Source: an optimization exercise on an open RTL-to-GDS flow (aim: small area, a short achievable clock period and few clock cycles). Production flows keep margins and buffers that such runs may drop.
Only simulation tests tie the RTL to the original design; equivalence was not proved.
Power figures rest on the tool's default switching activity, not on a simulated workload.

== alpha ==
// histTop
module histTop #(
    parameter int BIN_WIDTH = histPkg::BIN_WIDTH,
    parameter int COUNT_WIDTH = histPkg::COUNT_WIDTH,
    parameter int HITS_PER_FRAME = histPkg::HITS_PER_FRAME
) (
    input  logic                   clk,
    input  logic                   res,
    input  logic                   start,
    input  logic                   hitValid,
    input  logic [BIN_WIDTH-1:0]   hitBin,
    output logic                   busy,
    output logic                   collecting,
    output logic                   peakValid,
    output logic [BIN_WIDTH-1:0]   peakBin,
    output logic [COUNT_WIDTH-1:0] peakCount
);
For scale: roughly 1,200 cells after synthesis, about 470 flip-flops, ~27 I/O pins, roughly 18,000 sq um of cells after synthesis.
export LEC_CHECK = 0
export CAP_MARGIN = 20
export CORE_MARGIN = 2
export CORE_UTILIZATION = 40
export CTS_CLUSTER_DIAMETER = 100
export CTS_CLUSTER_SIZE = 30
export SETUP_SLACK_MARGIN = 2.0
export SLEW_MARGIN = 20
create_clock -name core_clock -period 4.2 [get_ports {clk}]
run.sh (not shown) runs the stock make flow with config.mk's settings and CLKGATE_MAP_FILE= SYNTH_SCRIPT=/design/flow/synth_recipe.tcl, a recipe that flattens the netlist after the stock synthesis.
Testbench counts of alpha, summed over its fixed seeds: cycles 55,492.
[inputs] beta vs alpha
-- flow/design.v --
<<< alpha, line 55
    localparam int BINS = 2 ** BIN_WIDTH;
    localparam int HIT_COUNT_WIDTH = $clog2(HITS_PER_FRAME + 1);
    function automatic logic [7:0] lfsrNext(input logic [7:0] x);
        lfsrNext = {x[6:0], ~(x[7] ^ x[5] ^ x[4] ^ x[3])};
    endfunction
    function automatic logic [7:0] lfsrAfter(input int n);
        lfsrAfter = '0;
        for (int i = 0; i < n; i++) begin
            lfsrAfter = lfsrNext(lfsrAfter);
        end
    endfunction
    localparam logic [7:0] LAST_HIT = lfsrAfter(HITS_PER_FRAME - 1);
    localparam int LO_WIDTH = 5;
    localparam int HI_WIDTH = COUNT_WIDTH - LO_WIDTH;
>>> beta, line 55
    localparam int BINS = 2 ** BIN_WIDTH;
    localparam int HIT_COUNT_WIDTH = $clog2(HITS_PER_FRAME + 1);
    localparam logic [HIT_COUNT_WIDTH-1:0] LAST_HIT = HIT_COUNT_WIDTH'(HITS_PER_FRAME - 1);
    localparam int LO_WIDTH = 5;
    localparam int HI_WIDTH = COUNT_WIDTH - LO_WIDTH;
<<< alpha, line 71
    logic hitAccept;
    logic lastHit;
    logic [7:0] hitCount;
    logic clr;
    localparam int LO_SEL = BIN_WIDTH / 2;
>>> beta, line 62
    logic hitAccept;
    logic lastHit;
    logic [HIT_COUNT_WIDTH-1:0] hitCount;
    logic clr;
    localparam int LO_SEL = BIN_WIDTH / 2;
<<< alpha, line 86
    logic [HI_WIDTH-1:0]    hi2;
    logic [SLOTS-1:0]       match2;
    logic                   hasSlot2;
    logic                   binLeA2;
    logic                   binLeB2;
    logic                   updPrev;
    logic                   same1;
    logic [COUNT_WIDTH-1:0] maxCnt;
    logic [COUNT_WIDTH-1:0] maxCntM1;
    logic [BIN_WIDTH-1:0]   maxBinN;
>>> beta, line 77
    logic [HI_WIDTH-1:0]    hi2;
    logic [SLOTS-1:0]       match2;
    logic                   same1;
    logic [COUNT_WIDTH-1:0] maxCntM1;
    logic [BIN_WIDTH-1:0]   maxBinN;
<<< alpha, line 120
        end
    endfunction
    logic binLe;
    assign startAcc = start && !busy;
    assign hitAccept = hitValid && collecting;
>>> beta, line 106
        end
    endfunction
    logic ge;
    histGeq #(.W(COUNT_WIDTH + BIN_WIDTH)) uGe (
        .a({cnt2, ~bin2}),
        .b({maxCntM1, maxBinN}),
        .ge(ge)
    );
    assign startAcc = start && !busy;
    assign hitAccept = hitValid && collecting;
<<< alpha, line 153
            if (done) begin
                peakBin <= upd ? bin2 : ~maxBinN;
                peakCount <= upd ? newCnt : maxCnt;
            end
        end
>>> beta, line 144
            if (done) begin
                peakBin <= upd ? bin2 : ~maxBinN;
                peakCount <= upd ? newCnt : incr(maxCntM1);
            end
        end
<<< alpha, line 171
            hitCount <= '0;
        end else if (hitAccept) begin
            hitCount <= lfsrNext(hitCount);
        end
    end
>>> beta, line 162
            hitCount <= '0;
        end else if (hitAccept) begin
            hitCount <= hitCount + 1'b1;
        end
    end
<<< alpha, line 195
        bin2 <= bin1;
        {hi2, lo2} <= same1 ? newCnt : {hi1, lo1};
        binLeA2 <= (bin1 <= ~maxBinN);
        binLeB2 <= (bin1 <= bin2);
        updPrev <= upd;
        match2 <= match1;
        hasSlot2 <= |match1;
    end
    assign same1 = v2 && (bin2 == bin1);
>>> beta, line 186
        bin2 <= bin1;
        {hi2, lo2} <= same1 ? newCnt : {hi1, lo1};
        match2 <= match1;
    end
    assign same1 = v2 && (bin2 == bin1);
<<< alpha, line 206
    assign oldSlot = match2;
    assign newCnt = incr(cnt2);
    assign hasSlot = hasSlot2;
    assign carry = &lo2;
    assign freeSlot = slotUsed ^ {slotUsed[SLOTS-2:0], 1'b1};
    assign slotWr = (v2 && carry) ? (hasSlot ? oldSlot : freeSlot) : '0;
    assign binLe = updPrev ? binLeB2 : binLeA2;
    assign upd = v2 && ((cnt2 == maxCnt) || ((cnt2 == maxCntM1) && binLe));
    assign done = v2 && last2;
    assign loData = clr ? '0 : newCnt[LO_WIDTH-1:0];
    always_ff @(posedge clk) begin
        if (clr) begin
            maxCnt <= COUNT_WIDTH'(1);
            maxCntM1 <= '0;
            maxBinN <= '0;
        end else if (upd) begin
            maxCnt <= newCnt;
            maxCntM1 <= oldCnt;
            maxBinN <= ~bin2;
>>> beta, line 193
    assign oldSlot = match2;
    assign newCnt = incr(cnt2);
    assign hasSlot = |oldSlot;
    assign carry = &lo2;
    assign freeSlot = slotUsed ^ {slotUsed[SLOTS-2:0], 1'b1};
    assign slotWr = (v2 && carry) ? (hasSlot ? oldSlot : freeSlot) : '0;
    assign upd = v2 && ge;
    assign done = v2 && last2;
    assign loData = clr ? '0 : newCnt[LO_WIDTH-1:0];
    always_ff @(posedge clk) begin
        if (clr) begin
            maxCntM1 <= '0;
            maxBinN <= '0;
        end else if (upd) begin
            maxCntM1 <= oldCnt;
            maxBinN <= ~bin2;
--- outcome ---
As of beta, total placed cells including tap cells had fallen by a few percent compared to alpha.
Between beta and alpha, it is beta whose initial antenna violation count is lower, by 3.
met1 usage in global routing on beta is up relative to alpha.
beta packs its core more tightly than alpha.
Taking beta as 1.0, alpha lands at 1.4 on worst IR drop on VDD.
beta ended up with reg2reg as its path class of the lowest-slack min-delay path; alpha ended up with in2async.
beta vs. alpha: layout inverter count without the clock tree now larger; non-clock buffer share of cell area has increased; overall die width went down by about 0.47%; number of standard cells in the final layout excluding fillers went down by 13.
On setup slack, beta and alpha are neck and neck.
Testbench counts of beta, summed over its fixed seeds: cycles 55,492.

-- re-timing with driven ports --
In the flow no input, the clock included, has a driving cell. The finished layouts below were timed again as built, in two steps.
Step 1 (the two cells are an assumption about what drives the block):
set clk [get_ports {clk}]
set_driving_cell -lib_cell sky130_fd_sc_hd__clkbuf_16 $clk
set_driving_cell -lib_cell sky130_fd_sc_hd__buf_2 [delete_from_list [all_inputs] $clk]
Step 2 adds t to the input delays and takes it off the output delays; t is the mean of the earliest and latest rising clock arrival at the registers after step 1. Input paths then give back, and output paths get back, about the clock's delay inside the block.
a / b / c = no drivers / after step 1 / after step 2; a / b = the first two.
run | t (ns) | setup WS [ns] | worst hold slack (ns) | worst setup path at the end | worst register clock-pin slew, ns
alpha | 0.604 | 1.989 / 1.989 / 1.931 | 0.235 / 0.204 / 0.372 | input to register | 0.12 / 0.12
beta | 0.601 | 1.989 / 1.989 / 1.898 | 0.362 / 0.362 / 0.362 | input to register | 0.12 / 0.12
After both steps every run listed still meets setup and hold. The setup slack of beta, which loses most, moves by 0.000 ns with the drivers and by -0.091 ns with both steps.
